Background: an optimization exercise with open tools, aiming at small area. Do not read the settings as production practice.
In this exercise RTL edits were held to simulation tests only and were not proved equivalent to the original.
Power figures rest on the tool's default switching activity, not on a simulated workload.

## fp32_matmul_sequencer
module fp32_matmul_sequencer #(
  parameter int unsigned N       = 4,
  parameter int unsigned LATENCY = 5,
  parameter int unsigned IW      = $clog2(N)
) (
  input  logic                      clk,
  input  logic                      rst,
  input  logic                      a_wr_en,
  input  logic [IW-1:0]             a_wr_row,
  input  logic [3:0]                a_wr_col,
  input  logic [fp32_matmul_pkg::FP32_W-1:0]         a_wr_data,
  input  logic                      b_wr_en,
  input  logic [3:0]                b_wr_row,
  input  logic [IW-1:0]             b_wr_col,
  input  logic [fp32_matmul_pkg::FP32_W-1:0]         b_wr_data,
  input  logic                      start,
  output logic                      busy,
  output logic                      done,
  output logic [fp32_matmul_pkg::VEC_LEN*fp32_matmul_pkg::FP32_W-1:0] vec_a,
  output logic [fp32_matmul_pkg::VEC_LEN*fp32_matmul_pkg::FP32_W-1:0] vec_b,
  input  logic [fp32_matmul_pkg::FP32_W-1:0]         mul_result,
  output logic                      c_valid,
  output logic [IW-1:0]             c_row,
  output logic [IW-1:0]             c_col,
  output logic [fp32_matmul_pkg::FP32_W-1:0]         c_data
);
For scale: about 8400 cells after synthesis, roughly 4300 flip-flops, roughly 1200 I/O pins, about 0.15 mm^2 of cells after synthesis.
clock: 5.0 ns
lec_check: 0
cap_margin: 0
core_margin: 2
core_utilization: 60
place_density: 0.7
slew_margin: 0
standard.sh (not shown) runs the stock make flow with config.mk's settings and CLKGATE_MAP_FILE= SYNTH_SCRIPT=/design/flow/synth_recipe.tcl, a recipe that flattens the netlist after the stock synthesis.
==> flow/flow/run.sh <==
#!/bin/bash
# The standard layout (standard.sh) with three changes:
# - after the standard synthesis, remap.py rewrites each 4-input AND-OR read tree of the
#   netlist into smaller cells (same function, same registers and names);
# - port buffers use the smallest buffer cell;
# - CTS builds its tree from clkbuf_16 without dummy loads.
# Each tool's output goes to a log of its own in this folder (and ORFS's logs under orfs/).
set -e
export BUFFER_PORTS_ARGS="-buffer_cell sky130_fd_sc_hd__buf_1"
export CTS_ARGS="-sink_clustering_enable -repair_clock_nets -dont_use_dummy_load -buf_list sky130_fd_sc_hd__clkbuf_16 -sink_clustering_size 30 -sink_clustering_max_diameter 70"
bash standard.sh synth > standard_synth.log 2>&1
NET=orfs/results/$FLOW_PLATFORM/fp32_matmul_sequencer/base/1_2_yosys.v
cp $NET orfs/1_2_yosys.standard.v
python3 flow/remap.py $NET > remap.log 2>&1
bash standard.sh > standard.log 2>&1
Other scripts of this flow, unchanged in this note and not shown: flow/flow/remap.py
The starting point finished clean.
Edit:
==> flow/flow/run.sh (replaced) <==
#!/bin/bash
# The standard layout (standard.sh) with three changes:
# - after the standard synthesis, remap.py rewrites each 4-input AND-OR read tree of the
#   netlist into smaller cells (same function, same registers and names);
# - port buffers use the smallest buffer cell;
# - CTS builds its tree from clkbuf_16 (leaves, root) and clkbuf_8 (inner levels) without dummy loads.
# Each tool's output goes to a log of its own in this folder (and ORFS's logs under orfs/).
set -e
export BUFFER_PORTS_ARGS="-buffer_cell sky130_fd_sc_hd__buf_1"
export CTS_ARGS="-sink_clustering_enable -repair_clock_nets -dont_use_dummy_load -buf_list {sky130_fd_sc_hd__clkbuf_8 sky130_fd_sc_hd__clkbuf_16} -root_buf sky130_fd_sc_hd__clkbuf_16 -tree_buf sky130_fd_sc_hd__clkbuf_8 -sink_clustering_buffer sky130_fd_sc_hd__clkbuf_16 -sink_clustering_size 30 -sink_clustering_max_diameter 70"
bash standard.sh synth > standard_synth.log 2>&1
NET=orfs/results/$FLOW_PLATFORM/fp32_matmul_sequencer/base/1_2_yosys.v
cp $NET orfs/1_2_yosys.standard.v
python3 flow/remap.py $NET > remap.log 2>&1
bash standard.sh > standard.log 2>&1
--- a/flow/config.mk
+++ b/flow/config.mk
@@ -6,7 +6,7 @@
 export NUM_CORES = 4
 export LEC_CHECK = 0
-export CAP_MARGIN = 0
+export CAP_MARGIN = 10
 export CORE_MARGIN = 2
-export CORE_UTILIZATION = 60
-export PLACE_DENSITY = 0.7
-export SLEW_MARGIN = 0
+export CORE_UTILIZATION = 70
+export PLACE_DENSITY = 0.8
+export SLEW_MARGIN = 10
Outcome: Synthesized area is unchanged; worst setup slack gains 120 ps; final cell count goes down by 3.9%.
Edit:
--- a/flow/config.mk
+++ b/flow/config.mk
@@ -6,7 +6,7 @@
 export NUM_CORES = 4
 export LEC_CHECK = 0
-export CAP_MARGIN = 10
+export CAP_MARGIN = 0
 export CORE_MARGIN = 2
-export CORE_UTILIZATION = 70
-export PLACE_DENSITY = 0.8
-export SLEW_MARGIN = 10
+export CORE_UTILIZATION = 60
+export PLACE_DENSITY = 0.7
+export SLEW_MARGIN = 0
Wire length is higher by 1.7%.
Utilization drops by 10 points.
Setup slack loses 150 ps.
Clock-buffer cell count is higher by 6.
Cell count is higher by 4.1%.
Maximum frequency fell by 3.2%.
Total power came out higher by 0.73%.
Via count fell by 1.7%.
Synthesized cell count stays the same.
Global-route usage came out lower by 4.8 points.
First-iteration DRC count fell by 13%.

separate check: timing with driven ports:
The results above use ideal ports. As a check the final layouts listed here were re-extracted and re-timed, cells and wires unchanged.
Step 1 sets driving cells, clkbuf_16 on the clock port and buf_2 on the other inputs (assumed; they add their load-dependent delay and slew).
Step 2 also shifts input and output timing later by t, the mid clock arrival at the registers, as if the neighbouring blocks saw the same clock.
a / b / c = ideal / step 1 / step 2; a / b = the first two.
run	t (ns)	setup WS [ns]	pins driven straight from the clock port
the first run	0.935	0.275 / 0.167 / 1.103	1
the second run	0.966	0.392 / 0.292 / 1.202	1
the third run	0.964	0.237 / 0.131 / 1.072	1
After both steps setup and hold are still met in every run listed.
